Source: an optimization exercise on an open RTL-to-GDS flow (aim: small area). Production flows keep margins and buffers that such runs may drop.
Only simulation tests tie the RTL to the original design; equivalence was not proved.
Power figures rest on the tool's default switching activity, not on a simulated workload.

==> design/flow/design.v <==
package abacus_pkg;
  localparam int NUM_EVENTS = 7;
  localparam logic [4:0] REG_CTRL      = 5'd0;
  localparam logic [4:0] REG_STATUS    = 5'd1;
  localparam logic [4:0] REG_ID        = 5'd2;
  localparam logic [4:0] REG_CNT_FIRST = 5'd4;    
  localparam logic [4:0] REG_CNT_LAST  = 5'd17;   
  localparam int CTRL_EN_BIT  = 0;
  localparam int CTRL_CLR_BIT = 1;
  localparam int CTRL_FRZ_BIT = 2;
  typedef enum logic [2:0] {
    EV_INSN_ISSUED = 3'd0,
    EV_IC_REQ      = 3'd1,
    EV_IC_MISS     = 3'd2,
    EV_IC_FILL     = 3'd3,
    EV_DC_REQ      = 3'd4,
    EV_DC_HIT      = 3'd5,
    EV_DC_FILL     = 3'd6
  } event_e;
endpackage
module abacus_counter #(
  parameter int W = 64
) (
  input  logic         clk,
  input  logic         rst,
  input  logic         inc_i,
  input  logic         clr_i,
  input  logic         en_i,
  input  logic         wr_lo_i,
  input  logic         wr_hi_i,
  input  logic [31:0]  wdata_i,
  input  logic [3:0]   wbe_i,
  output logic [W-1:0] value_o,
  output logic         wrap_o
);
  logic [W-1:0] cnt_q, cnt_d;
  logic         bump;
  assign bump   = en_i & inc_i & ~clr_i & ~wr_lo_i & ~wr_hi_i;
  assign wrap_o = bump & (&cnt_q);
  always_comb begin
    cnt_d = cnt_q;
    if (clr_i)     cnt_d = '0;
    else if (bump) cnt_d = cnt_q + W'(1);
    else begin
      for (int b = 0; b < 4; b++) begin
        if (wr_lo_i && wbe_i[b]) cnt_d[8*b +: 8]      = wdata_i[8*b +: 8];
        if (wr_hi_i && wbe_i[b]) cnt_d[32 + 8*b +: 8] = wdata_i[8*b +: 8];
      end
    end
  end
  always_ff @(posedge clk or posedge rst) begin
    if (rst) cnt_q <= '0;
    else     cnt_q <= cnt_d;
  end
  assign value_o = cnt_q;
endmodule
import abacus_pkg::*;
module abacus_wb_counters #(
  parameter int          COUNTER_W       = 64,
  parameter bit          ENABLE_AT_RESET = 1'b1,
  parameter logic [31:0] BLOCK_ID        = 32'hABAC0001
) (
  input  logic        clk,
  input  logic        rst,
  input  logic [29:0] wb_adr,
  input  logic [31:0] wb_dat_w,
  input  logic [3:0]  wb_sel,
  input  logic        wb_cyc,
  input  logic        wb_stb,
  input  logic        wb_we,
  output logic [31:0] wb_dat_r,
  output logic        wb_ack,
  output logic        wb_err,
  input  logic        abacus_instruction_issued,
  input  logic        abacus_icache_request,
  input  logic        abacus_icache_miss,
  input  logic        abacus_icache_line_fill_in_progress,
  input  logic        abacus_dcache_request,
  input  logic        abacus_dcache_hit,
  input  logic        abacus_dcache_line_fill_in_progress
);
  logic [NUM_EVENTS-1:0] ev;
  always_comb begin
    ev                 = '0;
    ev[EV_INSN_ISSUED] = abacus_instruction_issued;
    ev[EV_IC_REQ]      = abacus_icache_request;
    ev[EV_IC_MISS]     = abacus_icache_miss;
    ev[EV_IC_FILL]     = abacus_icache_line_fill_in_progress;
    ev[EV_DC_REQ]      = abacus_dcache_request;
    ev[EV_DC_HIT]      = abacus_dcache_hit;
    ev[EV_DC_FILL]     = abacus_dcache_line_fill_in_progress;
  end
  logic                  ack_q, ack_d, err_q, err_d;
  logic [31:0]           dat_q, dat_d;
  logic                  enable_q, enable_d, freeze_q, freeze_d;
  logic [NUM_EVENTS-1:0] status_q, status_d;
  logic                  shadow_vld_q, shadow_vld_d;
  logic [2:0]            shadow_idx_q, shadow_idx_d;
  logic [31:0]           shadow_hi_q, shadow_hi_d;
  logic [4:0] idx, cnt_off;
  logic       req, mapped, wr, rd;
  logic       cnt_sel, cnt_hi;
  logic [2:0] cnt_k;
  logic       ctrl_wr, status_wr, clr, cnt_en, cnt_wr;
  assign idx       = wb_adr[4:0];
  assign req       = wb_cyc & wb_stb & ~(wb_ack | wb_err);
  assign mapped    = (idx <= REG_ID) | cnt_sel;
  assign wr        = req & mapped & wb_we;
  assign rd        = req & mapped & ~wb_we;
  assign cnt_sel   = (idx >= REG_CNT_FIRST) & (idx <= REG_CNT_LAST);
  assign cnt_off   = idx - REG_CNT_FIRST;
  assign cnt_k     = cnt_off[3:1];
  assign cnt_hi    = cnt_off[0];
  assign ctrl_wr   = wr & (idx == REG_CTRL) & wb_sel[0];
  assign status_wr = wr & (idx == REG_STATUS) & wb_sel[0];
  assign clr       = ctrl_wr & wb_dat_w[CTRL_CLR_BIT];
  assign cnt_en    = enable_q & ~freeze_q;
  assign cnt_wr    = wr & cnt_sel;
  logic [NUM_EVENTS-1:0][COUNTER_W-1:0] cnt_val;
  logic [NUM_EVENTS-1:0]                wrap;
  for (genvar k = 0; k < NUM_EVENTS; k++) begin : g_cnt
    abacus_counter #(.W(COUNTER_W)) u_cnt (
      .clk     (clk),
      .rst     (rst),
      .inc_i   (ev[k]),
      .clr_i   (clr),
      .en_i    (cnt_en),
      .wr_lo_i (cnt_wr & (cnt_k == 3'(k)) & ~cnt_hi),
      .wr_hi_i (cnt_wr & (cnt_k == 3'(k)) &  cnt_hi),
      .wdata_i (wb_dat_w),
      .wbe_i   (wb_sel),
      .value_o (cnt_val[k]),
      .wrap_o  (wrap[k])
    );
  end
  logic [COUNTER_W-1:0] sel_cnt;
  always_comb begin
    sel_cnt = '0;
    for (int k = 0; k < NUM_EVENTS; k++)
      if (cnt_k == 3'(k)) sel_cnt = cnt_val[k];
  end
  logic [31:0] rdata;
  always_comb begin
    rdata = '0;
    if (idx == REG_CTRL) begin
      rdata[CTRL_EN_BIT]  = enable_q;
      rdata[CTRL_FRZ_BIT] = freeze_q;
    end else if (idx == REG_STATUS) begin
      rdata[NUM_EVENTS-1:0] = status_q;
    end else if (idx == REG_ID) begin
      rdata = BLOCK_ID;
    end else if (cnt_sel) begin
      if (!cnt_hi)                                    rdata = sel_cnt[31:0];
      else if (shadow_vld_q && shadow_idx_q == cnt_k) rdata = shadow_hi_q;
      else                                            rdata = sel_cnt[COUNTER_W-1:32];
    end
  end
  always_comb begin
    ack_d        = req & mapped;
    err_d        = req & ~mapped;
    dat_d        = dat_q;
    enable_d     = enable_q;
    freeze_d     = freeze_q;
    status_d     = status_q;
    shadow_vld_d = shadow_vld_q;
    shadow_idx_d = shadow_idx_q;
    shadow_hi_d  = shadow_hi_q;
    if (req) dat_d = mapped ? rdata : '0;
    if (ctrl_wr) begin
      enable_d = wb_dat_w[CTRL_EN_BIT];
      freeze_d = wb_dat_w[CTRL_FRZ_BIT];
    end
    if (status_wr) status_d = status_d & ~wb_dat_w[NUM_EVENTS-1:0];
    status_d = status_d | wrap;
    if (rd && cnt_sel && !cnt_hi) begin
      shadow_vld_d = 1'b1;
      shadow_idx_d = cnt_k;
      shadow_hi_d  = sel_cnt[COUNTER_W-1:32];
    end
    if (clr) shadow_vld_d = 1'b0;
  end
  always_ff @(posedge clk or posedge rst) begin
    if (rst) begin
      ack_q        <= 1'b0;
      err_q        <= 1'b0;
      dat_q        <= '0;
      enable_q     <= ENABLE_AT_RESET;
      freeze_q     <= 1'b0;
      status_q     <= '0;
      shadow_vld_q <= 1'b0;
      shadow_idx_q <= '0;
      shadow_hi_q  <= '0;
    end else begin
      ack_q        <= ack_d;
      err_q        <= err_d;
      dat_q        <= dat_d;
      enable_q     <= enable_d;
      freeze_q     <= freeze_d;
      status_q     <= status_d;
      shadow_vld_q <= shadow_vld_d;
      shadow_idx_q <= shadow_idx_d;
      shadow_hi_q  <= shadow_hi_d;
    end
  end
  assign wb_ack   = ack_q;
  assign wb_err   = err_q;
  assign wb_dat_r = dat_q;
  logic unused_bits;
  assign unused_bits = ^{wb_adr[29:5], cnt_off[4]};
endmodule
==> design/flow/run.sh <==
#!/bin/bash
# synth_recipe.tcl (not shown) runs the flow's synth.tcl, then flattens the netlist and writes it again
# the make line also repeats each setting of config.mk as NAME=value (left out here)
make -C /OpenROAD-flow-scripts/flow DESIGN_CONFIG=/design/flow/config.mk WORK_HOME=/design/flow/orfs CLKGATE_MAP_FILE= SYNTH_SCRIPT=/design/flow/synth_recipe.tcl finish
==> design/flow/config.mk <==
export PLATFORM = sky130hd
export DESIGN_NAME = abacus_wb_counters
export DESIGN_NICKNAME = abacus_wb_counters
export VERILOG_FILES = /design/flow/design.v
export SDC_FILE = /design/flow/constraint.sdc
export NUM_CORES = 4
export LEC_CHECK = 0
export CAP_MARGIN = 20
export CORE_MARGIN = 2
export CORE_UTILIZATION = 40
export PLACE_DENSITY = 0.6
export SLEW_MARGIN = 20
==> design/flow/constraint.sdc <==
create_clock -name core_clock -period 4.5 [get_ports {clk}]
set_input_delay 0.9000 -clock core_clock [delete_from_list [all_inputs] [get_ports {clk}]]
set_output_delay 0.9000 -clock core_clock [all_outputs]
set_load 0.01 [all_outputs]
==> metrics.csv <==
metric;value;unit
CORE AREA;95150;sq um
Worst Path Max Fanout;16;
Final Net Count;4928;
IO Port Bufs;86;
synth warn;2;
crit path launch type;primary input;
met3 wire len;30390;um
CP Data Arrival Time;4.24;ns
CTS tree;yes;
Area Growth Syn to Fin;14.16;%
post-CTS sizing;0;
Vias;43925;
RSZ-0062 raised after global routing;false;
initial antenna violation count;15;
antenna viol nets, final;0;
fmax;269.2;MHz
status;finished clean;
Site Rows;113;
First-pass DRT Iterations;10;
TritonCTS Buffers;70;
gr ovfl total;0;
worst reg2reg path endpoint;g_cnt[0].u_cnt.cnt_q[63];
final instance area;43860;sq um
worst path required time;5.03;ns
Tot Pwr;0.02033;W
post-synthesis sequential area ratio;0.3433;
Slew HR;0.1804;
synthesized instance count;4822;
R2R depth;6;
DR DRC count;0;
WL met1;78980;um
Die Span X;313.9;um
Synth Register Bits;527;
first-pass GRT wire length;289200;um
ys flop type;dfrtp_1;
placed inst area;41530;sq um
R2R setup slack;1.31;ns
I/O pin count;112;
clk slew on worst S/H paths;0.06;ns
routed length on met2;81550;um
Post-synth EDFFs;0;
Critical path origin;wb_adr[3];
Max Used Layer;met5;
Period minus WS final;3.714;ns
WS Path Type;primary input to register;
Clock Tree Buf Depth;3;
Vias/cell;7.127;
WL/cell;33.31;um
most frequent cells in the layout;o21ai_0, dfrtp_1, a21oi_1, nand2_1, nor2_1;
Mean Syn Cell Area;7.967;sq um
ratio of cells with drive above 1 in the final layout;0.1135;
RR Startpoint;g_cnt[0].u_cnt.cnt_q[27];
Root Buffer Master;clkbuf_16;
Max VDD drop;0.3360;mV
Post-CTS Setup Bufs;0;
total track usage;0.4033;
RePlAce Congestion;1.105;
commonest non-fill, non-tap cell in the layout;o21ai_0;
final worst path period share;0.8254;
leakage;16.97;nW
hold_buf cts;0;
drt total wl;205300;um
DRT iter0 DRCs;7080;
power per cell area;463.5;nW/um^2
cell area after synthesis;38420;sq um
type of the worst min-delay path;register to register;
Die ar.;98540;sq um
Initial Util;0.4037;
Final Hold Viols;0;
clk_skew;0.04368;ns
clk sinks;527;
max-cap viol count;0;
asr flop ratio synth;1.000;
vias in the first global route;39360;
syn_nets;4908;
setup TNS;0;ns
Worst-Skew Late Latency;0.67;ns
dpl hpwl;150800;um
Setup Viol. Count Final;0;
largest net degree at the start of global routing;104;
Worst Setup End Kind;register;
Slew Limit Fails;0;
worst slew pin tran;1.226;ns
fillers;9440;
synth unique cells;108;
Die Span Y;313.9;um
H-tree levels;3;
capture point of the worst path;g_cnt[6].u_cnt.cnt_q[43];
-- Yosys cell counts, types with 15 or more instances --
library cell,count,area (sq um)
a221o_1,18,180.2
a21boi_0,21,157.7
mux2_2,50,563.0
a211oi_1,16,120.1
nand2_1,446,1674
nor4_1,83,519.3
buf_2,83,415.4
inv_1,83,311.6
a221oi_1,37,324.1
nor3_1,148,740.7
clkbuf_1,248,930.9
a21oi_1,475,2377
or4_1,20,150.1
nand2b_1,19,118.9
o21ai_1,26,130.1
buf_1,33,123.9
and2_1,53,331.6
mux4_2,24,540.5
nand4_1,145,907.1
or2_2,24,150.1
o31ai_1,51,382.9
a22oi_1,44,330.3
o211ai_1,28,210.2
a31oi_1,91,569.3
o22a_1,58,508.0
o21ai_0,608,3043
and3_1,81,506.7
a2bb2oi_1,31,271.5
dfrtp_1,526,13160
o21a_1,36,270.3
or3_1,32,200.2
nor3b_1,15,112.6
o22ai_1,43,269.0
a22o_1,57,499.2
o221ai_1,29,254.0
a21o_1,26,195.2
o31a_1,70,613.1
o2bb2ai_1,72,630.6
nand3_1,204,1021
mux2i_1,51,510.5
a31o_2,18,157.7
and4_1,52,455.4
nor2_1,320,1201
-- report_power, final --
| group | switching (W) | total, W | internal, W |
|---|---|---|---|
| clock | 0.00243 | 0.00586 | 0.00343 |
| sequential | 0.00313 | 0.00935 | 0.00622 |
| combinational | 0.00309 | 0.00512 | 0.00202 |
-- layer usage --
layer  track usage  up-vias
met3        0.1426      507
li1              -    18615
met1        0.5410    21563
met2        0.5524     3232
met5             0        -
met4        0.2428        8
-- state kept, by name, summed over array words and instances, names as in the netlist --
| name | count |
|---|---|
| ack_q | 1 |
| dat_q | 32 |
| enable_q | 1 |
| err_q | 1 |
| freeze_q | 1 |
| g_cnt.u_cnt.cnt_q | 448 |
| shadow_hi_q | 32 |
| shadow_idx_q | 3 |
| shadow_vld_q | 1 |
| status_q | 7 |
-- stage by stage --
step | worst slack [ns] | hold slack [ns] | util | instances
final | 0.7858 | 0.4785 | 0.4609 | 6163
after global routing | 0.5986 | 0.4986 | 0.4607 | 6157
after CTS | 0.9225 | 0.4781 | 0.4605 | 6154
after detailed placement | 0.2542 | 0.4645 | 0.4365 | 6034
after global placement | 0.2260 | 0.4547 | 0.4366 | 6034
after floorplan | -3.561 | 0.4412 | - | 4822
-- worst max-delay path: stages --
cell             delay (ns)
clkdlybuf4s50_1        0.54
buf_4                  0.23
or4b_4                 0.54
o211a_2                0.32
buf_4                  0.21
o311ai_4               0.81
buf_4                  0.32
a31oi_1                0.06
o21ai_0                0.19
o21ai_0                0.12
-- worst min path at each step --
stage	from	end	slack [ns]	cells after the start
2_1_floorplan	status_q[2]	status_q[2]	0.44	2
5_1_grt	shadow_hi_q[14]	shadow_hi_q[14]	0.50	2
4_1_cts	shadow_hi_q[21]	shadow_hi_q[21]	0.48	2
3_3_place_gp	shadow_hi_q[19]	shadow_hi_q[19]	0.45	2
6_report	shadow_hi_q[28]	shadow_hi_q[28]	0.48	1
3_5_place_dp	shadow_hi_q[21]	shadow_hi_q[21]	0.46	2
-- cell families after synthesis --
| logic type | synth area share |
|---|---|
| AND/OR/NAND/NOR | 0.2330 |
| flip-flops | 0.3433 |
| multiplexers | 0.04231 |
| adder cells (fa/ha/maj) | 0.002606 |
| buffers and inverters | 0.04895 |
| XOR/XNOR | 0.001368 |
| AO/OA/AOI/OAI | 0.3284 |
-- final cells by class --
| cell class | count | area [sq um] | area share |
|---|---|---|---|
| clock inverters | 21 | 249.0 | 0.005677 |
| multi-input cells | 3836 | 23540 | 0.5366 |
| well taps | 1265 | 1583 | 0.03609 |
| flip-flops and latches | 527 | 13190 | 0.3007 |
| repair buffers | 322 | 2922 | 0.06662 |
| clock buffers | 99 | 2036 | 0.04642 |
| inverters | 85 | 322.8 | 0.007361 |
| diodes | 8 | 20.02 | 0.0004565 |

[separate check: timing with driven ports]
No port has a modelled driver above. Below, the same layout with a new extraction and two added sets of constraints. Step 1 (the two cells are an assumption about what drives the block):
set clk [get_ports {clk}]
set_driving_cell -lib_cell sky130_fd_sc_hd__clkbuf_16 $clk
set_driving_cell -lib_cell sky130_fd_sc_hd__buf_2 [delete_from_list [all_inputs] $clk]
Step 2, shift: input delay + t, output delay - t, t = (earliest + latest rising clock arrival at the registers) / 2. This alone moves slack from input paths to output paths. a / b / c = ideal / step 1 / step 2; a / b = the first two.
t, ns: 0.723
setup slack, ns: 0.786 / 0.827 / 0.104
hold WS [ns]: 0.478 / 0.478 / 0.478
slew at the worst register clock pin (ns): 0.06 / 0.06
cell pins on the clock port's net: 1
After both steps setup and hold are still met in this run. For this run, drivers alone change the setup slack by +0.041 ns; drivers and shift together by -0.682 ns.
